Source: an optimization exercise on an open RTL-to-GDS flow (aim: small area and few clock cycles per item). Production flows keep margins and buffers that such runs may drop. In this exercise RTL edits were held to simulation tests only and were not proved equivalent to the original.

### config.mk
export PLATFORM = sky130hd
export DESIGN_NAME = sine_oscillator_sample_generator
export DESIGN_NICKNAME = sine_oscillator_sample_generator
export VERILOG_FILES = /design/flow/design.v
export SDC_FILE = /design/flow/constraint.sdc
export NUM_CORES = 4
export LEC_CHECK = 0
export ABC_AREA = 1
export CAP_MARGIN = 20
export CORE_MARGIN = 2
export CORE_UTILIZATION = 40
export CTS_BUF_LIST = sky130_fd_sc_hd__clkbuf_4 sky130_fd_sc_hd__clkbuf_8
export GPL_TIMING_DRIVEN = 0
export SLEW_MARGIN = 20
export SYNTH_HIERARCHICAL = 1
export SYNTH_MEMORY_MAX_BITS = 65536
export SYNTH_MINIMUM_KEEP_SIZE = 0
### constraint.sdc
create_clock -name core_clock -period 7.5 [get_ports {clk}]
set_input_delay 1.5000 -clock core_clock [delete_from_list [all_inputs] [get_ports {clk}]]
set_output_delay 1.5000 -clock core_clock [all_outputs]
set_load 0.01 [all_outputs]
### design.v
package sosg_pkg;
    localparam int unsigned PHASE_BITS_DEF      = 32;
    localparam int unsigned TABLE_ADDR_BITS_DEF = 10;
    localparam int unsigned SAMPLE_BITS_DEF     = 16;
    localparam int unsigned CELL_BITS = 8;
    localparam int unsigned AMP_BITS       = 15;
    localparam int unsigned STEP_BITS      = 32;
    localparam int unsigned APB_DATA_BITS  = 32;
    localparam int unsigned APB_ADDR_BITS  = 3;
    localparam logic [AMP_BITS-1:0]  AMP_RESET  = 15'd2048;
    localparam logic [STEP_BITS-1:0] STEP_RESET = 32'd0;
    localparam logic REG_AMPLITUDE  = 1'b0;
    localparam logic REG_PHASE_STEP = 1'b1;
    localparam int unsigned IN_DATA_BITS = 8;
    typedef struct packed {
        logic [AMP_BITS-1:0]  amplitude;
        logic [STEP_BITS-1:0] phase_step;
    } cfg_t;
    typedef struct packed {
        logic restart;
        logic block_end;
        logic carry;
    } cell_ctl_t;
endpackage
module sosg_add32 (
    input  logic [31:0] a,
    input  logic [31:0] b,
    output logic [31:0] s
);
    logic [10:0] s_lo;
    logic [10:0] s_mid0;
    logic [10:0] s_mid1;
    logic [9:0]  s_hi0;
    logic [9:0]  s_hi1;
    logic        c_lo;
    logic        c_mid0;
    logic        c_mid1;
    logic        c_mid;
    logic        c_hi0;
    logic        c_hi1;
    sosg_rca #(.W(11)) u_lo (
        .a (a[10:0]),  .b (b[10:0]),  .ci (1'b0), .s (s_lo),   .co (c_lo)
    );
    sosg_rca #(.W(11)) u_mid0 (
        .a (a[21:11]), .b (b[21:11]), .ci (1'b0), .s (s_mid0), .co (c_mid0)
    );
    sosg_rca #(.W(11)) u_mid1 (
        .a (a[21:11]), .b (b[21:11]), .ci (1'b1), .s (s_mid1), .co (c_mid1)
    );
    sosg_rca #(.W(10)) u_hi0 (
        .a (a[31:22]), .b (b[31:22]), .ci (1'b0), .s (s_hi0),  .co (c_hi0)
    );
    sosg_rca #(.W(10)) u_hi1 (
        .a (a[31:22]), .b (b[31:22]), .ci (1'b1), .s (s_hi1),  .co (c_hi1)
    );
    assign c_mid = c_lo ? c_mid1 : c_mid0;
    assign s     = {c_mid ? s_hi1 : s_hi0, c_lo ? s_mid1 : s_mid0, s_lo};
endmodule
module sosg_rca #(
    parameter int unsigned W = 8
) (
    input  logic [W-1:0] a,
    input  logic [W-1:0] b,
    input  logic         ci,
    output logic [W-1:0] s,
    output logic         co
);
    logic [W:0] c;
    assign c[0] = ci;
    genvar i;
    generate
        for (i = 0; i < W; i++)
        begin : g_bit
            sosg_fa u_fa (
                .a  (a[i]),
                .b  (b[i]),
                .c  (c[i]),
                .s  (s[i]),
                .co (c[i+1])
            );
        end
    endgenerate
    assign co = c[W];
endmodule
module sosg_qrom (
    input  logic [10:0] addr,
    output logic [15:0] data
);
    logic [6:0] x;
    logic [2:0] c;
    logic [17:0] u;
    logic [8:0] sl;
    logic e;
    logic [18:0] p;
    assign x = addr[9:3];
    assign c = addr[2:0];
    always_comb
    begin
        case (x)
            7'd0: u = 18'd4;
            7'd1: u = 18'd3220;
            7'd2: u = 18'd6436;
            7'd3: u = 18'd9654;
            7'd4: u = 18'd12868;
            7'd5: u = 18'd16079;
            7'd6: u = 18'd19295;
            7'd7: u = 18'd22494;
            7'd8: u = 18'd25703;
            7'd9: u = 18'd28900;
            7'd10: u = 18'd32092;
            7'd11: u = 18'd35284;
            7'd12: u = 18'd38466;
            7'd13: u = 18'd41646;
            7'd14: u = 18'd44823;
            7'd15: u = 18'd47986;
            7'd16: u = 18'd51149;
            7'd17: u = 18'd54303;
            7'd18: u = 18'd57445;
            7'd19: u = 18'd60573;
            7'd20: u = 18'd63698;
            7'd21: u = 18'd66812;
            7'd22: u = 18'd69921;
            7'd23: u = 18'd73019;
            7'd24: u = 18'd76103;
            7'd25: u = 18'd79172;
            7'd26: u = 18'd82234;
            7'd27: u = 18'd85280;
            7'd28: u = 18'd88318;
            7'd29: u = 18'd91343;
            7'd30: u = 18'd94350;
            7'd31: u = 18'd97340;
            7'd32: u = 18'd100322;
            7'd33: u = 18'd103287;
            7'd34: u = 18'd106236;
            7'd35: u = 18'd109169;
            7'd36: u = 18'd112086;
            7'd37: u = 18'd114991;
            7'd38: u = 18'd117868;
            7'd39: u = 18'd120735;
            7'd40: u = 18'd123581;
            7'd41: u = 18'd126407;
            7'd42: u = 18'd129212;
            7'd43: u = 18'd132002;
            7'd44: u = 18'd134775;
            7'd45: u = 18'd137524;
            7'd46: u = 18'd140250;
            7'd47: u = 18'd142959;
            7'd48: u = 18'd145644;
            7'd49: u = 18'd148306;
            7'd50: u = 18'd150951;
            7'd51: u = 18'd153564;
            7'd52: u = 18'd156166;
            7'd53: u = 18'd158734;
            7'd54: u = 18'd161287;
            7'd55: u = 18'd163807;
            7'd56: u = 18'd166309;
            7'd57: u = 18'd168782;
            7'd58: u = 18'd171230;
            7'd59: u = 18'd173655;
            7'd60: u = 18'd176055;
            7'd61: u = 18'd178420;
            7'd62: u = 18'd180766;
            7'd63: u = 18'd183077;
            7'd64: u = 18'd185367;
            7'd65: u = 18'd187630;
            7'd66: u = 18'd189863;
            7'd67: u = 18'd192071;
            7'd68: u = 18'd194236;
            7'd69: u = 18'd196391;
            7'd70: u = 18'd198503;
            7'd71: u = 18'd200590;
            7'd72: u = 18'd202647;
            7'd73: u = 18'd204668;
            7'd74: u = 18'd206664;
            7'd75: u = 18'd208630;
            7'd76: u = 18'd210560;
            7'd77: u = 18'd212458;
            7'd78: u = 18'd214330;
            7'd79: u = 18'd216166;
            7'd80: u = 18'd217968;
            7'd81: u = 18'd219742;
            7'd82: u = 18'd221479;
            7'd83: u = 18'd223183;
            7'd84: u = 18'd224852;
            7'd85: u = 18'd226495;
            7'd86: u = 18'd228092;
            7'd87: u = 18'd229663;
            7'd88: u = 18'd231192;
            7'd89: u = 18'd232695;
            7'd90: u = 18'd234159;
            7'd91: u = 18'd235588;
            7'd92: u = 18'd236978;
            7'd93: u = 18'd238340;
            7'd94: u = 18'd239661;
            7'd95: u = 18'd240944;
            7'd96: u = 18'd242199;
            7'd97: u = 18'd243407;
            7'd98: u = 18'd244582;
            7'd99: u = 18'd245724;
            7'd100: u = 18'd246826;
            7'd101: u = 18'd247895;
            7'd102: u = 18'd248916;
            7'd103: u = 18'd249910;
            7'd104: u = 18'd250862;
            7'd105: u = 18'd251772;
            7'd106: u = 18'd252654;
            7'd107: u = 18'd253492;
            7'd108: u = 18'd254295;
            7'd109: u = 18'd255055;
            7'd110: u = 18'd255780;
            7'd111: u = 18'd256468;
            7'd112: u = 18'd257108;
            7'd113: u = 18'd257719;
            7'd114: u = 18'd258290;
            7'd115: u = 18'd258823;
            7'd116: u = 18'd259311;
            7'd117: u = 18'd259767;
            7'd118: u = 18'd260180;
            7'd119: u = 18'd260550;
            7'd120: u = 18'd260887;
            7'd121: u = 18'd261183;
            7'd122: u = 18'd261439;
            7'd123: u = 18'd261653;
            7'd124: u = 18'd261837;
            7'd125: u = 18'd261972;
            7'd126: u = 18'd262071;
            7'd127: u = 18'd262130;
            default: u = 18'd0;
        endcase
    end
    always_comb
    begin
        case (x)
            7'd0: sl = 9'd402;
            7'd1: sl = 9'd402;
            7'd2: sl = 9'd402;
            7'd3: sl = 9'd401;
            7'd4: sl = 9'd401;
            7'd5: sl = 9'd401;
            7'd6: sl = 9'd399;
            7'd7: sl = 9'd401;
            7'd8: sl = 9'd399;
            7'd9: sl = 9'd399;
            7'd10: sl = 9'd399;
            7'd11: sl = 9'd398;
            7'd12: sl = 9'd398;
            7'd13: sl = 9'd397;
            7'd14: sl = 9'd395;
            7'd15: sl = 9'd395;
            7'd16: sl = 9'd393;
            7'd17: sl = 9'd391;
            7'd18: sl = 9'd391;
            7'd19: sl = 9'd391;
            7'd20: sl = 9'd390;
            7'd21: sl = 9'd389;
            7'd22: sl = 9'd387;
            7'd23: sl = 9'd385;
            7'd24: sl = 9'd383;
            7'd25: sl = 9'd383;
            7'd26: sl = 9'd381;
            7'd27: sl = 9'd380;
            7'd28: sl = 9'd378;
            7'd29: sl = 9'd375;
            7'd30: sl = 9'd374;
            7'd31: sl = 9'd373;
            7'd32: sl = 9'd371;
            7'd33: sl = 9'd369;
            7'd34: sl = 9'd367;
            7'd35: sl = 9'd365;
            7'd36: sl = 9'd362;
            7'd37: sl = 9'd359;
            7'd38: sl = 9'd358;
            7'd39: sl = 9'd355;
            7'd40: sl = 9'd353;
            7'd41: sl = 9'd351;
            7'd42: sl = 9'd349;
            7'd43: sl = 9'd347;
            7'd44: sl = 9'd343;
            7'd45: sl = 9'd341;
            7'd46: sl = 9'd339;
            7'd47: sl = 9'd335;
            7'd48: sl = 9'd333;
            7'd49: sl = 9'd331;
            7'd50: sl = 9'd327;
            7'd51: sl = 9'd325;
            7'd52: sl = 9'd321;
            7'd53: sl = 9'd319;
            7'd54: sl = 9'd315;
            7'd55: sl = 9'd313;
            7'd56: sl = 9'd309;
            7'd57: sl = 9'd306;
            7'd58: sl = 9'd303;
            7'd59: sl = 9'd299;
            7'd60: sl = 9'd295;
            7'd61: sl = 9'd293;
            7'd62: sl = 9'd289;
            7'd63: sl = 9'd287;
            7'd64: sl = 9'd283;
            7'd65: sl = 9'd279;
            7'd66: sl = 9'd275;
            7'd67: sl = 9'd271;
            7'd68: sl = 9'd269;
            7'd69: sl = 9'd263;
            7'd70: sl = 9'd261;
            7'd71: sl = 9'd257;
            7'd72: sl = 9'd253;
            7'd73: sl = 9'd250;
            7'd74: sl = 9'd246;
            7'd75: sl = 9'd241;
            7'd76: sl = 9'd238;
            7'd77: sl = 9'd235;
            7'd78: sl = 9'd230;
            7'd79: sl = 9'd226;
            7'd80: sl = 9'd222;
            7'd81: sl = 9'd217;
            7'd82: sl = 9'd213;
            7'd83: sl = 9'd209;
            7'd84: sl = 9'd205;
            7'd85: sl = 9'd199;
            7'd86: sl = 9'd196;
            7'd87: sl = 9'd191;
            7'd88: sl = 9'd188;
            7'd89: sl = 9'd183;
            7'd90: sl = 9'd179;
            7'd91: sl = 9'd174;
            7'd92: sl = 9'd171;
            7'd93: sl = 9'd165;
            7'd94: sl = 9'd161;
            7'd95: sl = 9'd156;
            7'd96: sl = 9'd151;
            7'd97: sl = 9'd147;
            7'd98: sl = 9'd143;
            7'd99: sl = 9'd138;
            7'd100: sl = 9'd133;
            7'd101: sl = 9'd127;
            7'd102: sl = 9'd124;
            7'd103: sl = 9'd119;
            7'd104: sl = 9'd114;
            7'd105: sl = 9'd111;
            7'd106: sl = 9'd105;
            7'd107: sl = 9'd100;
            7'd108: sl = 9'd95;
            7'd109: sl = 9'd91;
            7'd110: sl = 9'd86;
            7'd111: sl = 9'd81;
            7'd112: sl = 9'd77;
            7'd113: sl = 9'd71;
            7'd114: sl = 9'd67;
            7'd115: sl = 9'd61;
            7'd116: sl = 9'd57;
            7'd117: sl = 9'd51;
            7'd118: sl = 9'd47;
            7'd119: sl = 9'd42;
            7'd120: sl = 9'd37;
            7'd121: sl = 9'd31;
            7'd122: sl = 9'd27;
            7'd123: sl = 9'd23;
            7'd124: sl = 9'd17;
            7'd125: sl = 9'd13;
            7'd126: sl = 9'd7;
            7'd127: sl = 9'd3;
            default: sl = 9'd0;
        endcase
    end
    always_comb
    begin
        case (addr[9:0])
            10'd31: e = 1'b1;
            10'd117: e = 1'b1;
            10'd170: e = 1'b1;
            10'd250: e = 1'b1;
            10'd292: e = 1'b1;
            10'd317: e = 1'b1;
            10'd338: e = 1'b1;
            10'd410: e = 1'b1;
            10'd413: e = 1'b1;
            10'd460: e = 1'b1;
            10'd477: e = 1'b1;
            10'd517: e = 1'b1;
            10'd533: e = 1'b1;
            10'd546: e = 1'b1;
            10'd549: e = 1'b1;
            10'd585: e = 1'b1;
            10'd607: e = 1'b1;
            10'd659: e = 1'b1;
            10'd674: e = 1'b1;
            10'd692: e = 1'b1;
            10'd707: e = 1'b1;
            10'd731: e = 1'b1;
            10'd763: e = 1'b1;
            10'd765: e = 1'b1;
            10'd781: e = 1'b1;
            10'd804: e = 1'b1;
            10'd813: e = 1'b1;
            10'd818: e = 1'b1;
            10'd820: e = 1'b1;
            10'd836: e = 1'b1;
            10'd860: e = 1'b1;
            10'd883: e = 1'b1;
            10'd898: e = 1'b1;
            10'd905: e = 1'b1;
            10'd906: e = 1'b1;
            10'd907: e = 1'b1;
            10'd908: e = 1'b1;
            10'd923: e = 1'b1;
            10'd941: e = 1'b1;
            10'd955: e = 1'b1;
            10'd956: e = 1'b1;
            10'd963: e = 1'b1;
            10'd970: e = 1'b1;
            10'd971: e = 1'b1;
            10'd972: e = 1'b1;
            10'd973: e = 1'b1;
            10'd974: e = 1'b1;
            10'd981: e = 1'b1;
            default: e = 1'b0;
        endcase
    end
    assign p = 19'(u) + 19'(c) * 19'(sl) + (19'(e) << 3);
    assign data = {addr[10] | p[18], p[17:3]};
endmodule
module sosg_mul (
    input  logic [14:0] a,
    input  logic [14:0] b,
    output logic [14:0] p
);
    logic [224:0] pp;
    logic [29:0] nra, nrb;
    logic n1;
    logic n2;
    logic n3;
    logic n4;
    logic n5;
    logic n6;
    logic n7;
    logic n8;
    logic n9;
    logic n10;
    logic n11;
    logic n12;
    logic n13;
    logic n14;
    logic n15;
    logic n16;
    logic n17;
    logic n18;
    logic n19;
    logic n20;
    logic n21;
    logic n22;
    logic n23;
    logic n24;
    logic n25;
    logic n26;
    logic n27;
    logic n28;
    logic n29;
    logic n30;
    logic n31;
    logic n32;
    logic n33;
    logic n34;
    logic n35;
    logic n36;
    logic n37;
    logic n38;
    logic n39;
    logic n40;
    logic n41;
    logic n42;
    logic n43;
    logic n44;
    logic n45;
    logic n46;
    logic n47;
    logic n48;
    logic n49;
    logic n50;
    logic n51;
    logic n52;
    logic n53;
    logic n54;
    logic n55;
    logic n56;
    logic n57;
    logic n58;
    logic n59;
    logic n60;
    logic n61;
    logic n62;
    logic n63;
    logic n64;
    logic n65;
    logic n66;
    logic n67;
    logic n68;
    logic n69;
    logic n70;
    logic n71;
    logic n72;
    logic n73;
    logic n74;
    logic n75;
    logic n76;
    logic n77;
    logic n78;
    logic n79;
    logic n80;
    logic n81;
    logic n82;
    logic n83;
    logic n84;
    logic n85;
    logic n86;
    logic n87;
    logic n88;
    logic n89;
    logic n90;
    logic n91;
    logic n92;
    logic n93;
    logic n94;
    logic n95;
    logic n96;
    logic n97;
    logic n98;
    logic n99;
    logic n100;
    logic n101;
    logic n102;
    logic n103;
    logic n104;
    logic n105;
    logic n106;
    logic n107;
    logic n108;
    logic n109;
    logic n110;
    logic n111;
    logic n112;
    logic n113;
    logic n114;
    logic n115;
    logic n116;
    logic n117;
    logic n118;
    logic n119;
    logic n120;
    logic n121;
    logic n122;
    logic n123;
    logic n124;
    logic n125;
    logic n126;
    logic n127;
    logic n128;
    logic n129;
    logic n130;
    logic n131;
    logic n132;
    logic n133;
    logic n134;
    logic n135;
    logic n136;
    logic n137;
    logic n138;
    logic n139;
    logic n140;
    logic n141;
    logic n142;
    logic n143;
    logic n144;
    logic n145;
    logic n146;
    logic n147;
    logic n148;
    logic n149;
    logic n150;
    logic n151;
    logic n152;
    logic n153;
    logic n154;
    logic n155;
    logic n156;
    logic n157;
    logic n158;
    logic n159;
    logic n160;
    logic n161;
    logic n162;
    logic n163;
    logic n164;
    logic n165;
    logic n166;
    logic n167;
    logic n168;
    logic n169;
    logic n170;
    logic n171;
    logic n172;
    logic n173;
    logic n174;
    logic n175;
    logic n176;
    logic n177;
    logic n178;
    logic n179;
    logic n180;
    logic n181;
    logic n182;
    logic n183;
    logic n184;
    logic n185;
    logic n186;
    logic n187;
    logic n188;
    logic n189;
    logic n190;
    logic n191;
    logic n192;
    logic n193;
    logic n194;
    logic n195;
    logic n196;
    logic n197;
    logic n198;
    logic n199;
    logic n200;
    logic n201;
    logic n202;
    logic n203;
    logic n204;
    logic n205;
    logic n206;
    logic n207;
    logic n208;
    logic n209;
    logic n210;
    logic n211;
    logic n212;
    logic n213;
    logic n214;
    logic n215;
    logic n216;
    logic n217;
    logic n218;
    logic n219;
    logic n220;
    logic n221;
    logic n222;
    logic n223;
    logic n224;
    logic n225;
    logic n226;
    logic n227;
    logic n228;
    logic n229;
    logic n230;
    logic n231;
    logic n232;
    logic n233;
    logic n234;
    logic n235;
    logic n236;
    logic n237;
    logic n238;
    logic n239;
    logic n240;
    logic n241;
    logic n242;
    logic n243;
    logic n244;
    logic n245;
    logic n246;
    logic n247;
    logic n248;
    logic n249;
    logic n250;
    logic n251;
    logic n252;
    logic n253;
    logic n254;
    logic n255;
    logic n256;
    logic n257;
    logic n258;
    logic n259;
    logic n260;
    logic n261;
    logic n262;
    logic n263;
    logic n264;
    logic n265;
    logic n266;
    logic n267;
    logic n268;
    logic n269;
    logic n270;
    logic n271;
    logic n272;
    logic n273;
    logic n274;
    logic n275;
    logic n276;
    logic n277;
    logic n278;
    logic n279;
    logic n280;
    logic n281;
    logic n282;
    logic n283;
    logic n284;
    logic n285;
    logic n286;
    logic n287;
    logic n288;
    logic n289;
    logic n290;
    logic n291;
    logic n292;
    logic n293;
    logic n294;
    logic n295;
    logic n296;
    logic n297;
    logic n298;
    logic n299;
    logic n300;
    logic n301;
    logic n302;
    logic n303;
    logic n304;
    logic n305;
    logic n306;
    logic n307;
    logic n308;
    logic n309;
    logic n310;
    logic n311;
    logic n312;
    logic n313;
    logic n314;
    logic n315;
    logic n316;
    logic n317;
    logic n318;
    logic n319;
    logic n320;
    logic n321;
    logic n322;
    logic n323;
    logic n324;
    logic n325;
    logic n326;
    logic n327;
    logic n328;
    logic n329;
    logic n330;
    logic n331;
    logic n332;
    logic n333;
    logic n334;
    logic n335;
    logic n336;
    logic n337;
    logic n338;
    logic n339;
    logic n340;
    logic n341;
    logic n342;
    logic n343;
    logic n344;
    logic n345;
    logic n346;
    logic n347;
    logic n348;
    logic n349;
    logic n350;
    logic n351;
    logic n352;
    logic n353;
    logic n354;
    logic n355;
    logic n356;
    logic n357;
    logic n358;
    logic n359;
    logic n360;
    logic n361;
    logic n362;
    logic n363;
    logic n364;
    genvar i, j;
    generate
        for (i = 0; i < 15; i++)
        begin : g_a
            for (j = 0; j < 15; j++)
            begin : g_b
                assign pp[i*15+j] = ~(a[i] & b[j]);
            end
        end
    endgenerate
    assign n1 = ~(pp[13] ^ pp[27]);
    assign n2 = pp[13] | pp[27];
    sosg_fa u_fa0 (.a(pp[14]), .b(pp[28]), .c(pp[42]), .s(n3), .co(n4));
    assign n5 = ~(pp[56] ^ pp[70]);
    assign n6 = pp[56] | pp[70];
    sosg_fa u_fa1 (.a(pp[29]), .b(pp[43]), .c(pp[57]), .s(n7), .co(n8));
    assign n9 = ~(pp[71] ^ pp[85]);
    assign n10 = pp[71] | pp[85];
    sosg_fa u_fa2 (.a(pp[44]), .b(pp[58]), .c(pp[72]), .s(n11), .co(n12));
    assign n13 = ~(pp[9] ^ pp[23]);
    assign n14 = pp[9] | pp[23];
    sosg_fa u_fa3 (.a(pp[10]), .b(pp[24]), .c(pp[38]), .s(n15), .co(n16));
    assign n17 = ~(pp[52] ^ pp[66]);
    assign n18 = pp[52] | pp[66];
    sosg_fa u_fa4 (.a(pp[11]), .b(pp[25]), .c(pp[39]), .s(n19), .co(n20));
    sosg_fa u_fa5 (.a(pp[53]), .b(pp[67]), .c(pp[81]), .s(n21), .co(n22));
    assign n23 = ~(pp[95] ^ pp[109]);
    assign n24 = pp[95] | pp[109];
    sosg_fa u_fa6 (.a(pp[12]), .b(pp[26]), .c(pp[40]), .s(n25), .co(n26));
    sosg_fa u_fa7 (.a(pp[54]), .b(pp[68]), .c(pp[82]), .s(n27), .co(n28));
    sosg_fa u_fa8 (.a(pp[96]), .b(pp[110]), .c(pp[124]), .s(n29), .co(n30));
    assign n31 = ~(pp[138] ^ pp[152]);
    assign n32 = pp[138] | pp[152];
    sosg_fa u_fa9 (.a(pp[41]), .b(pp[55]), .c(pp[69]), .s(n33), .co(n34));
    sosg_fa u_fa10 (.a(pp[83]), .b(pp[97]), .c(pp[111]), .s(n35), .co(n36));
    sosg_fa u_fa11 (.a(pp[125]), .b(pp[139]), .c(pp[153]), .s(n37), .co(n38));
    sosg_fa u_fa12 (.a(pp[167]), .b(pp[181]), .c(pp[195]), .s(n39), .co(n40));
    sosg_fa u_fa13 (.a(pp[84]), .b(pp[98]), .c(pp[112]), .s(n41), .co(n42));
    sosg_fa u_fa14 (.a(pp[126]), .b(pp[140]), .c(pp[154]), .s(n43), .co(n44));
    sosg_fa u_fa15 (.a(pp[168]), .b(pp[182]), .c(pp[196]), .s(n45), .co(n46));
    sosg_fa u_fa16 (.a(pp[210]), .b(n3), .c(n5), .s(n47), .co(n48));
    sosg_fa u_fa17 (.a(pp[99]), .b(pp[113]), .c(pp[127]), .s(n49), .co(n50));
    sosg_fa u_fa18 (.a(pp[141]), .b(pp[155]), .c(pp[169]), .s(n51), .co(n52));
    sosg_fa u_fa19 (.a(pp[183]), .b(pp[197]), .c(pp[211]), .s(n53), .co(n54));
    sosg_fa u_fa20 (.a(n7), .b(n9), .c(n4), .s(n55), .co(n56));
    sosg_fa u_fa21 (.a(pp[86]), .b(pp[100]), .c(pp[114]), .s(n57), .co(n58));
    sosg_fa u_fa22 (.a(pp[128]), .b(pp[142]), .c(pp[156]), .s(n59), .co(n60));
    sosg_fa u_fa23 (.a(pp[170]), .b(pp[184]), .c(pp[198]), .s(n61), .co(n62));
    sosg_fa u_fa24 (.a(pp[212]), .b(n11), .c(n8), .s(n63), .co(n64));
    sosg_fa u_fa25 (.a(pp[59]), .b(pp[73]), .c(pp[87]), .s(n65), .co(n66));
    sosg_fa u_fa26 (.a(pp[101]), .b(pp[115]), .c(pp[129]), .s(n67), .co(n68));
    sosg_fa u_fa27 (.a(pp[143]), .b(pp[157]), .c(pp[171]), .s(n69), .co(n70));
    sosg_fa u_fa28 (.a(pp[185]), .b(pp[199]), .c(pp[213]), .s(n71), .co(n72));
    sosg_fa u_fa29 (.a(pp[74]), .b(pp[88]), .c(pp[102]), .s(n73), .co(n74));
    sosg_fa u_fa30 (.a(pp[116]), .b(pp[130]), .c(pp[144]), .s(n75), .co(n76));
    sosg_fa u_fa31 (.a(pp[158]), .b(pp[172]), .c(pp[186]), .s(n77), .co(n78));
    sosg_fa u_fa32 (.a(pp[89]), .b(pp[103]), .c(pp[117]), .s(n79), .co(n80));
    sosg_fa u_fa33 (.a(pp[131]), .b(pp[145]), .c(pp[159]), .s(n81), .co(n82));
    sosg_fa u_fa34 (.a(pp[104]), .b(pp[118]), .c(pp[132]), .s(n83), .co(n84));
    assign n85 = ~(pp[6] ^ pp[20]);
    assign n86 = pp[6] | pp[20];
    sosg_fa u_fa35 (.a(pp[7]), .b(pp[21]), .c(pp[35]), .s(n87), .co(n88));
    assign n89 = ~(pp[49] ^ pp[63]);
    assign n90 = pp[49] | pp[63];
    sosg_fa u_fa36 (.a(pp[8]), .b(pp[22]), .c(pp[36]), .s(n91), .co(n92));
    sosg_fa u_fa37 (.a(pp[50]), .b(pp[64]), .c(pp[78]), .s(n93), .co(n94));
    assign n95 = ~(pp[92] ^ pp[106]);
    assign n96 = pp[92] | pp[106];
    sosg_fa u_fa38 (.a(pp[37]), .b(pp[51]), .c(pp[65]), .s(n97), .co(n98));
    sosg_fa u_fa39 (.a(pp[79]), .b(pp[93]), .c(pp[107]), .s(n99), .co(n100));
    sosg_fa u_fa40 (.a(pp[121]), .b(pp[135]), .c(n13), .s(n101), .co(n102));
    sosg_fa u_fa41 (.a(pp[80]), .b(pp[94]), .c(pp[108]), .s(n103), .co(n104));
    sosg_fa u_fa42 (.a(pp[122]), .b(pp[136]), .c(pp[150]), .s(n105), .co(n106));
    sosg_fa u_fa43 (.a(n15), .b(n17), .c(n14), .s(n107), .co(n108));
    sosg_fa u_fa44 (.a(pp[123]), .b(pp[137]), .c(pp[151]), .s(n109), .co(n110));
    sosg_fa u_fa45 (.a(pp[165]), .b(n19), .c(n21), .s(n111), .co(n112));
    sosg_fa u_fa46 (.a(n23), .b(n16), .c(n18), .s(n113), .co(n114));
    sosg_fa u_fa47 (.a(pp[166]), .b(pp[180]), .c(n25), .s(n115), .co(n116));
    sosg_fa u_fa48 (.a(n27), .b(n29), .c(n31), .s(n117), .co(n118));
    sosg_fa u_fa49 (.a(n20), .b(n22), .c(n24), .s(n119), .co(n120));
    sosg_fa u_fa50 (.a(n1), .b(n33), .c(n35), .s(n121), .co(n122));
    sosg_fa u_fa51 (.a(n37), .b(n39), .c(n26), .s(n123), .co(n124));
    sosg_fa u_fa52 (.a(n28), .b(n30), .c(n32), .s(n125), .co(n126));
    sosg_fa u_fa53 (.a(n2), .b(n41), .c(n43), .s(n127), .co(n128));
    sosg_fa u_fa54 (.a(n45), .b(n47), .c(n34), .s(n129), .co(n130));
    sosg_fa u_fa55 (.a(n36), .b(n38), .c(n40), .s(n131), .co(n132));
    sosg_fa u_fa56 (.a(n6), .b(n49), .c(n51), .s(n133), .co(n134));
    sosg_fa u_fa57 (.a(n53), .b(n55), .c(n42), .s(n135), .co(n136));
    sosg_fa u_fa58 (.a(n44), .b(n46), .c(n48), .s(n137), .co(n138));
    sosg_fa u_fa59 (.a(n10), .b(n57), .c(n59), .s(n139), .co(n140));
    sosg_fa u_fa60 (.a(n61), .b(n63), .c(n50), .s(n141), .co(n142));
    sosg_fa u_fa61 (.a(n52), .b(n54), .c(n56), .s(n143), .co(n144));
    sosg_fa u_fa62 (.a(n12), .b(n65), .c(n67), .s(n145), .co(n146));
    sosg_fa u_fa63 (.a(n69), .b(n71), .c(n58), .s(n147), .co(n148));
    sosg_fa u_fa64 (.a(n60), .b(n62), .c(n64), .s(n149), .co(n150));
    sosg_fa u_fa65 (.a(pp[200]), .b(pp[214]), .c(n73), .s(n151), .co(n152));
    sosg_fa u_fa66 (.a(n75), .b(n77), .c(n66), .s(n153), .co(n154));
    sosg_fa u_fa67 (.a(n68), .b(n70), .c(n72), .s(n155), .co(n156));
    sosg_fa u_fa68 (.a(pp[173]), .b(pp[187]), .c(pp[201]), .s(n157), .co(n158));
    sosg_fa u_fa69 (.a(pp[215]), .b(n79), .c(n81), .s(n159), .co(n160));
    sosg_fa u_fa70 (.a(n74), .b(n76), .c(n78), .s(n161), .co(n162));
    sosg_fa u_fa71 (.a(pp[146]), .b(pp[160]), .c(pp[174]), .s(n163), .co(n164));
    sosg_fa u_fa72 (.a(pp[188]), .b(pp[202]), .c(pp[216]), .s(n165), .co(n166));
    sosg_fa u_fa73 (.a(n83), .b(n80), .c(n82), .s(n167), .co(n168));
    sosg_fa u_fa74 (.a(pp[119]), .b(pp[133]), .c(pp[147]), .s(n169), .co(n170));
    sosg_fa u_fa75 (.a(pp[161]), .b(pp[175]), .c(pp[189]), .s(n171), .co(n172));
    sosg_fa u_fa76 (.a(pp[203]), .b(pp[217]), .c(n84), .s(n173), .co(n174));
    sosg_fa u_fa77 (.a(pp[134]), .b(pp[148]), .c(pp[162]), .s(n175), .co(n176));
    sosg_fa u_fa78 (.a(pp[176]), .b(pp[190]), .c(pp[204]), .s(n177), .co(n178));
    sosg_fa u_fa79 (.a(pp[149]), .b(pp[163]), .c(pp[177]), .s(n179), .co(n180));
    assign n181 = ~(pp[4] ^ pp[18]);
    assign n182 = pp[4] | pp[18];
    sosg_fa u_fa80 (.a(pp[5]), .b(pp[19]), .c(pp[33]), .s(n183), .co(n184));
    assign n185 = ~(pp[47] ^ pp[61]);
    assign n186 = pp[47] | pp[61];
    sosg_fa u_fa81 (.a(pp[34]), .b(pp[48]), .c(pp[62]), .s(n187), .co(n188));
    sosg_fa u_fa82 (.a(pp[76]), .b(pp[90]), .c(n85), .s(n189), .co(n190));
    sosg_fa u_fa83 (.a(pp[77]), .b(pp[91]), .c(pp[105]), .s(n191), .co(n192));
    sosg_fa u_fa84 (.a(n87), .b(n89), .c(n86), .s(n193), .co(n194));
    sosg_fa u_fa85 (.a(pp[120]), .b(n91), .c(n93), .s(n195), .co(n196));
    sosg_fa u_fa86 (.a(n95), .b(n88), .c(n90), .s(n197), .co(n198));
    sosg_fa u_fa87 (.a(n97), .b(n99), .c(n101), .s(n199), .co(n200));
    sosg_fa u_fa88 (.a(n92), .b(n94), .c(n96), .s(n201), .co(n202));
    sosg_fa u_fa89 (.a(n103), .b(n105), .c(n107), .s(n203), .co(n204));
    sosg_fa u_fa90 (.a(n98), .b(n100), .c(n102), .s(n205), .co(n206));
    sosg_fa u_fa91 (.a(n109), .b(n111), .c(n113), .s(n207), .co(n208));
    sosg_fa u_fa92 (.a(n104), .b(n106), .c(n108), .s(n209), .co(n210));
    sosg_fa u_fa93 (.a(n115), .b(n117), .c(n119), .s(n211), .co(n212));
    sosg_fa u_fa94 (.a(n110), .b(n112), .c(n114), .s(n213), .co(n214));
    sosg_fa u_fa95 (.a(n121), .b(n123), .c(n125), .s(n215), .co(n216));
    sosg_fa u_fa96 (.a(n116), .b(n118), .c(n120), .s(n217), .co(n218));
    sosg_fa u_fa97 (.a(n127), .b(n129), .c(n131), .s(n219), .co(n220));
    sosg_fa u_fa98 (.a(n122), .b(n124), .c(n126), .s(n221), .co(n222));
    sosg_fa u_fa99 (.a(n133), .b(n135), .c(n137), .s(n223), .co(n224));
    sosg_fa u_fa100 (.a(n128), .b(n130), .c(n132), .s(n225), .co(n226));
    sosg_fa u_fa101 (.a(n139), .b(n141), .c(n143), .s(n227), .co(n228));
    sosg_fa u_fa102 (.a(n134), .b(n136), .c(n138), .s(n229), .co(n230));
    sosg_fa u_fa103 (.a(n145), .b(n147), .c(n149), .s(n231), .co(n232));
    sosg_fa u_fa104 (.a(n140), .b(n142), .c(n144), .s(n233), .co(n234));
    sosg_fa u_fa105 (.a(n151), .b(n153), .c(n155), .s(n235), .co(n236));
    sosg_fa u_fa106 (.a(n146), .b(n148), .c(n150), .s(n237), .co(n238));
    sosg_fa u_fa107 (.a(n157), .b(n159), .c(n161), .s(n239), .co(n240));
    sosg_fa u_fa108 (.a(n152), .b(n154), .c(n156), .s(n241), .co(n242));
    sosg_fa u_fa109 (.a(n163), .b(n165), .c(n167), .s(n243), .co(n244));
    sosg_fa u_fa110 (.a(n158), .b(n160), .c(n162), .s(n245), .co(n246));
    sosg_fa u_fa111 (.a(n169), .b(n171), .c(n173), .s(n247), .co(n248));
    sosg_fa u_fa112 (.a(n164), .b(n166), .c(n168), .s(n249), .co(n250));
    sosg_fa u_fa113 (.a(pp[218]), .b(n175), .c(n177), .s(n251), .co(n252));
    sosg_fa u_fa114 (.a(n170), .b(n172), .c(n174), .s(n253), .co(n254));
    sosg_fa u_fa115 (.a(pp[191]), .b(pp[205]), .c(pp[219]), .s(n255), .co(n256));
    sosg_fa u_fa116 (.a(n179), .b(n176), .c(n178), .s(n257), .co(n258));
    sosg_fa u_fa117 (.a(pp[164]), .b(pp[178]), .c(pp[192]), .s(n259), .co(n260));
    sosg_fa u_fa118 (.a(pp[206]), .b(pp[220]), .c(n180), .s(n261), .co(n262));
    sosg_fa u_fa119 (.a(pp[179]), .b(pp[193]), .c(pp[207]), .s(n263), .co(n264));
    assign n265 = ~(pp[3] ^ pp[17]);
    assign n266 = pp[3] | pp[17];
    sosg_fa u_fa120 (.a(pp[32]), .b(pp[46]), .c(pp[60]), .s(n267), .co(n268));
    sosg_fa u_fa121 (.a(pp[75]), .b(n183), .c(n185), .s(n269), .co(n270));
    sosg_fa u_fa122 (.a(n187), .b(n189), .c(n184), .s(n271), .co(n272));
    sosg_fa u_fa123 (.a(n191), .b(n193), .c(n188), .s(n273), .co(n274));
    sosg_fa u_fa124 (.a(n195), .b(n197), .c(n192), .s(n275), .co(n276));
    sosg_fa u_fa125 (.a(n199), .b(n201), .c(n196), .s(n277), .co(n278));
    sosg_fa u_fa126 (.a(n203), .b(n205), .c(n200), .s(n279), .co(n280));
    sosg_fa u_fa127 (.a(n207), .b(n209), .c(n204), .s(n281), .co(n282));
    sosg_fa u_fa128 (.a(n211), .b(n213), .c(n208), .s(n283), .co(n284));
    sosg_fa u_fa129 (.a(n215), .b(n217), .c(n212), .s(n285), .co(n286));
    sosg_fa u_fa130 (.a(n219), .b(n221), .c(n216), .s(n287), .co(n288));
    sosg_fa u_fa131 (.a(n223), .b(n225), .c(n220), .s(n289), .co(n290));
    sosg_fa u_fa132 (.a(n227), .b(n229), .c(n224), .s(n291), .co(n292));
    sosg_fa u_fa133 (.a(n231), .b(n233), .c(n228), .s(n293), .co(n294));
    sosg_fa u_fa134 (.a(n235), .b(n237), .c(n232), .s(n295), .co(n296));
    sosg_fa u_fa135 (.a(n239), .b(n241), .c(n236), .s(n297), .co(n298));
    sosg_fa u_fa136 (.a(n243), .b(n245), .c(n240), .s(n299), .co(n300));
    sosg_fa u_fa137 (.a(n247), .b(n249), .c(n244), .s(n301), .co(n302));
    sosg_fa u_fa138 (.a(n251), .b(n253), .c(n248), .s(n303), .co(n304));
    sosg_fa u_fa139 (.a(n255), .b(n257), .c(n252), .s(n305), .co(n306));
    sosg_fa u_fa140 (.a(n259), .b(n261), .c(n256), .s(n307), .co(n308));
    sosg_fa u_fa141 (.a(pp[221]), .b(n263), .c(n260), .s(n309), .co(n310));
    sosg_fa u_fa142 (.a(pp[194]), .b(pp[208]), .c(pp[222]), .s(n311), .co(n312));
    assign n313 = ~(pp[2] ^ pp[16]);
    assign n314 = pp[2] | pp[16];
    sosg_fa u_fa143 (.a(pp[31]), .b(pp[45]), .c(n265), .s(n315), .co(n316));
    sosg_fa u_fa144 (.a(n181), .b(n267), .c(n266), .s(n317), .co(n318));
    sosg_fa u_fa145 (.a(n182), .b(n269), .c(n268), .s(n319), .co(n320));
    sosg_fa u_fa146 (.a(n186), .b(n271), .c(n270), .s(n321), .co(n322));
    sosg_fa u_fa147 (.a(n190), .b(n273), .c(n272), .s(n323), .co(n324));
    sosg_fa u_fa148 (.a(n194), .b(n275), .c(n274), .s(n325), .co(n326));
    sosg_fa u_fa149 (.a(n198), .b(n277), .c(n276), .s(n327), .co(n328));
    sosg_fa u_fa150 (.a(n202), .b(n279), .c(n278), .s(n329), .co(n330));
    sosg_fa u_fa151 (.a(n206), .b(n281), .c(n280), .s(n331), .co(n332));
    sosg_fa u_fa152 (.a(n210), .b(n283), .c(n282), .s(n333), .co(n334));
    sosg_fa u_fa153 (.a(n214), .b(n285), .c(n284), .s(n335), .co(n336));
    sosg_fa u_fa154 (.a(n218), .b(n287), .c(n286), .s(n337), .co(n338));
    sosg_fa u_fa155 (.a(n222), .b(n289), .c(n288), .s(n339), .co(n340));
    sosg_fa u_fa156 (.a(n226), .b(n291), .c(n290), .s(n341), .co(n342));
    sosg_fa u_fa157 (.a(n230), .b(n293), .c(n292), .s(n343), .co(n344));
    sosg_fa u_fa158 (.a(n234), .b(n295), .c(n294), .s(n345), .co(n346));
    sosg_fa u_fa159 (.a(n238), .b(n297), .c(n296), .s(n347), .co(n348));
    sosg_fa u_fa160 (.a(n242), .b(n299), .c(n298), .s(n349), .co(n350));
    sosg_fa u_fa161 (.a(n246), .b(n301), .c(n300), .s(n351), .co(n352));
    sosg_fa u_fa162 (.a(n250), .b(n303), .c(n302), .s(n353), .co(n354));
    sosg_fa u_fa163 (.a(n254), .b(n305), .c(n304), .s(n355), .co(n356));
    sosg_fa u_fa164 (.a(n258), .b(n307), .c(n306), .s(n357), .co(n358));
    sosg_fa u_fa165 (.a(n262), .b(n309), .c(n308), .s(n359), .co(n360));
    sosg_fa u_fa166 (.a(n264), .b(n311), .c(n310), .s(n361), .co(n362));
    sosg_fa u_fa167 (.a(pp[209]), .b(pp[223]), .c(n312), .s(n363), .co(n364));
    assign nra[0] = pp[0];
    assign nrb[0] = 1'b1;
    assign nra[1] = pp[1];
    assign nrb[1] = pp[15];
    assign nra[2] = pp[30];
    assign nrb[2] = n313;
    assign nra[3] = n315;
    assign nrb[3] = n314;
    assign nra[4] = n317;
    assign nrb[4] = n316;
    assign nra[5] = n319;
    assign nrb[5] = n318;
    assign nra[6] = n321;
    assign nrb[6] = n320;
    assign nra[7] = n323;
    assign nrb[7] = n322;
    assign nra[8] = n325;
    assign nrb[8] = n324;
    assign nra[9] = n327;
    assign nrb[9] = n326;
    assign nra[10] = n329;
    assign nrb[10] = n328;
    assign nra[11] = n331;
    assign nrb[11] = n330;
    assign nra[12] = n333;
    assign nrb[12] = n332;
    assign nra[13] = n335;
    assign nrb[13] = n334;
    assign nra[14] = n337;
    assign nrb[14] = n336;
    assign nra[15] = n339;
    assign nrb[15] = n338;
    assign nra[16] = n341;
    assign nrb[16] = n340;
    assign nra[17] = n343;
    assign nrb[17] = n342;
    assign nra[18] = n345;
    assign nrb[18] = n344;
    assign nra[19] = n347;
    assign nrb[19] = n346;
    assign nra[20] = n349;
    assign nrb[20] = n348;
    assign nra[21] = n351;
    assign nrb[21] = n350;
    assign nra[22] = n353;
    assign nrb[22] = n352;
    assign nra[23] = n355;
    assign nrb[23] = n354;
    assign nra[24] = n357;
    assign nrb[24] = n356;
    assign nra[25] = n359;
    assign nrb[25] = n358;
    assign nra[26] = n361;
    assign nrb[26] = n360;
    assign nra[27] = n363;
    assign nrb[27] = n362;
    assign nra[28] = pp[224];
    assign nrb[28] = n364;
    assign nra[29] = 1'b1;
    assign nrb[29] = 1'b1;
    logic [29:0] g, t;
    logic [15:0] cl;
    assign g = nra & nrb;
    assign t = nra ^ nrb;
    assign cl[0] = 1'b1;
    genvar k;
    generate
        for (k = 0; k < 15; k++)
        begin : g_lo
            assign cl[k+1] = g[k] | (t[k] & cl[k]);
        end
    endgenerate
    logic gg0, gp0;
    assign gg0 = g[16] | (t[16] & g[15]);
    assign gp0 = t[16] & t[15];
    logic gg1, gp1;
    assign gg1 = g[18] | (t[18] & g[17]);
    assign gp1 = t[18] & t[17];
    logic gg2, gp2;
    assign gg2 = g[20] | (t[20] & g[19]);
    assign gp2 = t[20] & t[19];
    logic gg3, gp3;
    assign gg3 = g[22] | (t[22] & g[21]);
    assign gp3 = t[22] & t[21];
    logic gg4, gp4;
    assign gg4 = g[24] | (t[24] & g[23]);
    assign gp4 = t[24] & t[23];
    logic gg5, gp5;
    assign gg5 = g[26] | (t[26] & g[25]);
    assign gp5 = t[26] & t[25];
    logic gg6, gp6;
    assign gg6 = g[28] | (t[28] & g[27]);
    assign gp6 = t[28] & t[27];
    logic gg7, gp7;
    assign gg7 = g[17] | (t[17] & gg0);
    assign gp7 = t[17] & gp0;
    logic gg8, gp8;
    assign gg8 = gg1 | (gp1 & gg0);
    assign gp8 = gp1 & gp0;
    logic gg9, gp9;
    assign gg9 = g[21] | (t[21] & gg2);
    assign gp9 = t[21] & gp2;
    logic gg10, gp10;
    assign gg10 = gg3 | (gp3 & gg2);
    assign gp10 = gp3 & gp2;
    logic gg11, gp11;
    assign gg11 = g[25] | (t[25] & gg4);
    assign gp11 = t[25] & gp4;
    logic gg12, gp12;
    assign gg12 = gg5 | (gp5 & gg4);
    assign gp12 = gp5 & gp4;
    logic gg13, gp13;
    assign gg13 = g[19] | (t[19] & gg8);
    assign gp13 = t[19] & gp8;
    logic gg14, gp14;
    assign gg14 = gg2 | (gp2 & gg8);
    assign gp14 = gp2 & gp8;
    logic gg15, gp15;
    assign gg15 = gg9 | (gp9 & gg8);
    assign gp15 = gp9 & gp8;
    logic gg16, gp16;
    assign gg16 = gg10 | (gp10 & gg8);
    assign gp16 = gp10 & gp8;
    logic gg17, gp17;
    assign gg17 = g[27] | (t[27] & gg12);
    assign gp17 = t[27] & gp12;
    logic gg18, gp18;
    assign gg18 = gg6 | (gp6 & gg12);
    assign gp18 = gp6 & gp12;
    logic gg19, gp19;
    assign gg19 = g[23] | (t[23] & gg16);
    assign gp19 = t[23] & gp16;
    logic gg20, gp20;
    assign gg20 = gg4 | (gp4 & gg16);
    assign gp20 = gp4 & gp16;
    logic gg21, gp21;
    assign gg21 = gg11 | (gp11 & gg16);
    assign gp21 = gp11 & gp16;
    logic gg22, gp22;
    assign gg22 = gg12 | (gp12 & gg16);
    assign gp22 = gp12 & gp16;
    logic gg23, gp23;
    assign gg23 = gg17 | (gp17 & gg16);
    assign gp23 = gp17 & gp16;
    logic gg24, gp24;
    assign gg24 = gg18 | (gp18 & gg16);
    assign gp24 = gp18 & gp16;
    logic [29:15] ch;
    assign ch[15] = cl[15];
    assign ch[16] = g[15] | (t[15] & cl[15]);
    assign ch[17] = gg0 | (gp0 & cl[15]);
    assign ch[18] = gg7 | (gp7 & cl[15]);
    assign ch[19] = gg8 | (gp8 & cl[15]);
    assign ch[20] = gg13 | (gp13 & cl[15]);
    assign ch[21] = gg14 | (gp14 & cl[15]);
    assign ch[22] = gg15 | (gp15 & cl[15]);
    assign ch[23] = gg16 | (gp16 & cl[15]);
    assign ch[24] = gg19 | (gp19 & cl[15]);
    assign ch[25] = gg20 | (gp20 & cl[15]);
    assign ch[26] = gg21 | (gp21 & cl[15]);
    assign ch[27] = gg22 | (gp22 & cl[15]);
    assign ch[28] = gg23 | (gp23 & cl[15]);
    assign ch[29] = gg24 | (gp24 & cl[15]);
    assign p = ~(t[29:15] ^ ch[29:15]);
endmodule
module sosg_fa (
    input  logic a,
    input  logic b,
    input  logic c,
    output logic s,
    output logic co
);
    assign s  = a ^ b ^ c;
    assign co = (a & b) | (a & c) | (b & c);
endmodule
module sine_oscillator_sample_generator #(
    parameter int unsigned PHASE_BITS      = sosg_pkg::PHASE_BITS_DEF,
    parameter int unsigned TABLE_ADDR_BITS = sosg_pkg::TABLE_ADDR_BITS_DEF,
    parameter int unsigned SAMPLE_BITS     = sosg_pkg::SAMPLE_BITS_DEF
) (
    input  logic                                clk,
    input  logic                                rst_n,
    input  logic                                s_tvalid,
    output logic                                s_tready,
    input  logic [sosg_pkg::IN_DATA_BITS-1:0]   s_tdata,   
    input  logic                                s_tlast,
    output logic                                m_tvalid,
    input  logic                                m_tready,
    output logic [((SAMPLE_BITS+7)/8)*8-1:0]    m_tdata,   
    output logic                                m_tlast,
    input  logic                                psel,
    input  logic                                penable,
    input  logic                                pwrite,
    input  logic [sosg_pkg::APB_ADDR_BITS-1:0]  paddr,
    input  logic [sosg_pkg::APB_DATA_BITS-1:0]  pwdata,
    output logic [sosg_pkg::APB_DATA_BITS-1:0]  prdata,
    output logic                                pready
);
    logic [14:0] amplitude_reg;
    logic [31:0] phase_step_reg;
    logic        wr_en;
    logic        adv;
    logic        acc;
    logic        restart;
    logic [31:0] phase_reg;
    logic [31:0] phase_base;
    logic [31:0] phase_sum;
    logic [11:0] phase_top;
    logic [10:0] rom_addr;
    logic [15:0] ent;
    logic [15:0] ent_reg;
    logic        neg1_reg;
    logic        last1_reg;
    logic        v1_reg;
    logic [14:0] prod;
    logic [14:0] mag;
    logic [14:0] mag_reg;
    logic        neg2_reg;
    logic        last2_reg;
    logic        v2_reg;
    assign pready = 1'b1;
    assign wr_en  = psel && penable && pwrite;
    always_ff @(posedge clk or negedge rst_n)
    begin
        if (!rst_n)
        begin
            amplitude_reg  <= sosg_pkg::AMP_RESET;
            phase_step_reg <= sosg_pkg::STEP_RESET;
        end
        else if (wr_en)
        begin
            if (paddr[2])
                phase_step_reg <= pwdata;
            else
                amplitude_reg  <= pwdata[14:0];
        end
    end
    assign prdata = paddr[2] ? phase_step_reg : {17'd0, amplitude_reg};
    assign adv      = !v2_reg || m_tready;
    assign s_tready = adv;
    assign acc      = s_tvalid && adv;
    assign restart  = s_tdata[0];
    assign phase_base = restart ? 32'd0 : phase_reg;
    sosg_add32 u_add (
        .a (phase_base),
        .b (phase_step_reg),
        .s (phase_sum)
    );
    always_ff @(posedge clk or negedge rst_n)
    begin
        if (!rst_n)
            phase_reg <= '0;
        else if (acc)
            phase_reg <= phase_sum;
    end
    assign phase_top = phase_reg[31:20];
    assign rom_addr = phase_top[10] ? (11'd1024 - {1'b0, phase_top[9:0]}) : {1'b0, phase_top[9:0]};
    sosg_qrom u_qrom (
        .addr (rom_addr),
        .data (ent)
    );
    always_ff @(posedge clk or negedge rst_n)
    begin
        if (!rst_n)
        begin
            v1_reg <= 1'b0;
            v2_reg <= 1'b0;
        end
        else if (adv)
        begin
            v1_reg <= s_tvalid;
            v2_reg <= v1_reg;
        end
    end
    always_ff @(posedge clk)
    begin
        if (adv)
        begin
            ent_reg   <= restart ? 16'd0 : ent;
            neg1_reg  <= phase_top[11];
            last1_reg <= s_tlast;
            mag_reg   <= mag;
            neg2_reg  <= neg1_reg;
            last2_reg <= last1_reg;
        end
    end
    sosg_mul u_mul (
        .a (amplitude_reg),
        .b (ent_reg[14:0]),
        .p (prod)
    );
    assign mag = prod | (amplitude_reg & {15{ent_reg[15]}});
    assign m_tvalid = v2_reg;
    assign m_tdata  = neg2_reg ? (16'd0 - {1'b0, mag_reg}) : {1'b0, mag_reg};
    assign m_tlast  = last2_reg;
endmodule
### run.sh
#!/bin/bash
# synth_recipe.tcl (not shown) runs the flow's synth.tcl, then flattens the netlist and writes it again
# the make line also repeats each setting of config.mk as NAME=value (left out here)
make -C /OpenROAD-flow-scripts/flow DESIGN_CONFIG=/design/flow/config.mk WORK_HOME=/design/flow/orfs CLKGATE_MAP_FILE= SYNTH_SCRIPT=/design/flow/synth_recipe.tcl finish
==> impl_metrics.env <==
export IMPL_status="finished clean"
export IMPL_first_pass_iters=6
export IMPL_final_cell_mix="nand2_1, inv_1, fa_1, nor2_1, nand3_1"
export IMPL_die_h_um=213
export IMPL_slew_viol_final=0
export IMPL_drive_gt1_frac=0.0733
export IMPL_end_kind="register"
export IMPL_die_w_um=213
export IMPL_antenna_left=0
export IMPL_worst_skew_pair_late_latency_ns=0.49
export IMPL_io_buffer_count=91
export IMPL_cts_sinks=116
export IMPL_netlist_cell_type_count=68
export IMPL_whs_ns=0.435
export IMPL_core_area_um2=43200
export IMPL_antenna_found_initial=0
export IMPL_grt_pass1_vias=17400
export IMPL_max_freq_mhz=139
export IMPL_rows=76
export IMPL_layout_commonest_cell="nand2_1"
export IMPL_synthSimpleGateAreaFrac=0.254
export IMPL_synth_compound_area_share=0.120
export IMPL_syn_inst=2328
export IMPL_via_count=17200
export IMPL_rsz0062_at_grt="false"
export IMPL_syn_avg_cell_area_um2=7.53
export IMPL_dieArea_um2=45500
export IMPL_post_dp_hpwl_mm=57.5
export IMPL_tritoncts="built"
export IMPL_cap_violations=0
export IMPL_areaGrowthSynthToFinish_pct=13.4
export IMPL_grt_use_total=0.328
export IMPL_crit_required_ns=7.70
export IMPL_cp_start_kind="register"
export IMPL_grt_max_degree=53
export IMPL_hold_violations=0
export IMPL_crit_type="reg -> reg"
export IMPL_cts_root_buf="clkbuf_8"
export IMPL_worstReg2RegEnd="ent_reg[13]"
export IMPL_gp_congestion=1.02
export IMPL_path_max_fanout=10
export IMPL_grt_pass1_wl_mm=109
export IMPL_drcViolationCount=0
export IMPL_synth_seq_area_share=0.176
export IMPL_fin_crit_sh=0.956
export IMPL_cts_inserted_buffers=17
export IMPL_initial_core_util=0.406
export IMPL_path_clk_slew_ns=0.09
export IMPL_htree_num_levels=4
export IMPL_regToRegStartpoint="phase_reg[21]"
export IMPL_r2r_worst_path_cells=27
export IMPL_cts_max_path_buffers=2
export IMPL_worst_slack_ns=0.328
export IMPL_yosys_area_share_adder=0.340
export IMPL_hp_class="reg -> reg"
export IMPL_wl_per_cell_um=23.7
export IMPL_pin_count=103
export IMPL_crit_end="ent_reg[13]"
export IMPL_finalNetCount=2840
export IMPL_worst_pin_slew_ns=1.22
export IMPL_async_flop_share=0.698
export IMPL_synth_xor_area_frac=0.0115
export IMPL_synth_area_um2=17500
export IMPL_overflow=0
export IMPL_crit_start="phase_reg[21]"
export IMPL_pre_cts_slack_ns=-1.29
export IMPL_synth_top_family_by_area="adder cells"
export IMPL_synthMuxAreaShare=0
export IMPL_drt_iter0_markers=1732
export IMPL_worstPathArrival_ns=7.38
export IMPL_synth_edf_count=35
export IMPL_synth_main_ff_cell="dfrtp_1"
export IMPL_r2r_slack_ns=0.33
export IMPL_fin_crit_ns=7.17
export IMPL_synth_seq_cells=116
export IMPL_fin_skew_ns=0.0255
export IMPL_slew_headroom=0.184
export IMPL_drt_wl_total_mm=72.4
export IMPL_yosysWarnings=8
export IMPL_routed_via_density=5.62
export IMPL_finalSetupViolCount=0
[modules after synthesis (local to each module, per instance), a selection]
module	flops+latches	times used	cell area, µm²
sosg_fa	0	221	20.0
sosg_qrom	0	1	4830
sosg_mul	0	1	2400
sine_oscillator_sample_generator	116	1	5560
sosg_add32	0	1	315
[worst max-delay path, cell delays in order (launching register included)]
cell       delay [ns]
dfrtp_1          0.40
inv_1            0.15
ha_1             0.24
nand3_1          0.12
nor2_1           0.12
nand3_1          0.10
nand2_1          0.08
nand2_1          0.04
nand2_1          0.22
nand2_1          0.43
inv_1            0.31
clkbuf_1         0.85
o21ai_0          0.37
o221ai_1         0.40
nor2_1           0.14
fa_1             0.58
fa_1             0.42
ha_1             0.29
ha_1             0.37
nand2_1          0.10
o21ai_0          0.26
nand2_1          0.08
o2111ai_1        0.18
a21o_1           0.27
nand3_1          0.11
xor2_1           0.15
inv_1            0.06
nor2_1           0.03
[cells in the mapped netlist, types with 4 or more instances]
| cell type | instances | area share |
|---|---|---|
| nand2_1 | 693 | 0.15 |
| nand2_2 | 8 | 0.0029 |
| a21oi_1 | 101 | 0.029 |
| dfrtp_1 | 80 | 0.11 |
| o21ai_0 | 101 | 0.029 |
| a211oi_1 | 5 | 0.0021 |
| clkbuf_1 | 48 | 0.010 |
| buf_2 | 34 | 0.0097 |
| a221oi_1 | 5 | 0.0025 |
| xor2_1 | 18 | 0.0090 |
| a22oi_1 | 4 | 0.0017 |
| nor3_1 | 17 | 0.0049 |
| o21ai_1 | 14 | 0.0040 |
| nor2_1 | 223 | 0.048 |
| o221ai_1 | 11 | 0.0055 |
| ha_1 | 91 | 0.065 |
| buf_4 | 16 | 0.0069 |
| nand4_1 | 11 | 0.0039 |
| fa_1 | 241 | 0.28 |
| xnor2_1 | 5 | 0.0025 |
| o2111ai_1 | 10 | 0.0050 |
| inv_1 | 287 | 0.061 |
| nor2_2 | 6 | 0.0021 |
| o211ai_1 | 10 | 0.0043 |
| a31oi_1 | 14 | 0.0050 |
| inv_2 | 9 | 0.0019 |
| o21ai_2 | 7 | 0.0035 |
| o22ai_1 | 14 | 0.0050 |
| buf_6 | 9 | 0.0058 |
| edfxtp_1 | 35 | 0.060 |
| nand3_1 | 120 | 0.034 |
| o21bai_1 | 19 | 0.0081 |
| nor4_1 | 5 | 0.0018 |
[area by class of cell]
cell class	count	area, µm²
fill	4474	23300
clock buffer	17	234
multi-input combinational	1805	12800
antenna	1	2.50
inverter	299	1130
clock inverter	15	163
timing repair buffer	107	1080
sequential	116	3080
tap	585	732
buffer	111	612
[cells by family (layout without fill, tap and decap cells)]
kind of cell / count (synthesis) / count (layout)
simple gates: 1099 / 1099
buf+inv: 410 / 549
compound gates: 345 / 345
fa+ha+maj: 332 / 332
flops: 116 / 116
xor+xnor: 23 / 23
other cells: 3 / 7
[worst min path at each step]
stage | from | end | slack, ns | cells past startpoint
2_1_floorplan | last1_reg | last2_reg | 0.40 | 0
3_3_place_gp | last1_reg | last2_reg | 0.42 | 0
3_5_place_dp | last1_reg | last2_reg | 0.41 | 0
4_1_cts | last1_reg | last2_reg | 0.44 | 0
5_1_grt | last1_reg | last2_reg | 0.46 | 0
6_report | last1_reg | last2_reg | 0.43 | 0
[metal layers]
metal  part of all wire  up-vias  GRT usage
met2               0.44      862      0.502
li1                   -     7660          -
met1               0.42     8454      0.442
met4              0.055        0      0.165
met3              0.090      197     0.0688
met5                  0        -          0
[per-stage QoR]
| stage | TNS (ns) | instances | util | area [µm²] |
|---|---|---|---|---|
| finish | 0 | 3056 | 0.461 | 19900 |
| global placement | -21.08 | 3007 | 0.444 | 19200 |
| floorplan | 0 | 2331 | - | 17500 |
| CTS | 0 | 3048 | 0.458 | 19800 |
| detailed placement | -15.46 | 3013 | 0.447 | 19300 |
| global route | 0 | 3055 | 0.461 | 19900 |
[repair_timing]
item | 4_1_cts | 5_1_grt
endpoints found under the setup margin | 16 | 10
buffers inserted | 3 | 7
gates resized for setup | 10 | 24
pin swaps | 0 | 5
hold buffers | 0 | 0
Testbench counts, summed over its fixed seeds: cycles 19,264, items 19,200.

[port drivers added, routing unchanged]
How much do the figures lean on ideal ports? The routed layout below was timed once more, with nothing changed but the port constraints. Step 1 sets driving cells, clkbuf_16 on the clock port and buf_2 on the other inputs (assumed; they add their load-dependent delay and slew). Step 2 times the ports against the registers' clock, not the clock port: input delays grow and output delays shrink by t, the midpoint of the rising clock arrivals with the driver on. a / b / c = ideal / step 1 / step 2; a / b = the first two.
t (ns): 0.537
setup WS [ns]: 0.328 / 0.328 / 0.138
hold WS [ns]: 0.435 / 0.435 / 0.435
worst register clock-pin slew, ns: 0.09 / 0.09
After both steps setup and hold are still met in this run. For this run, drivers alone change the setup slack by 0.000 ns; drivers and shift together by -0.190 ns.
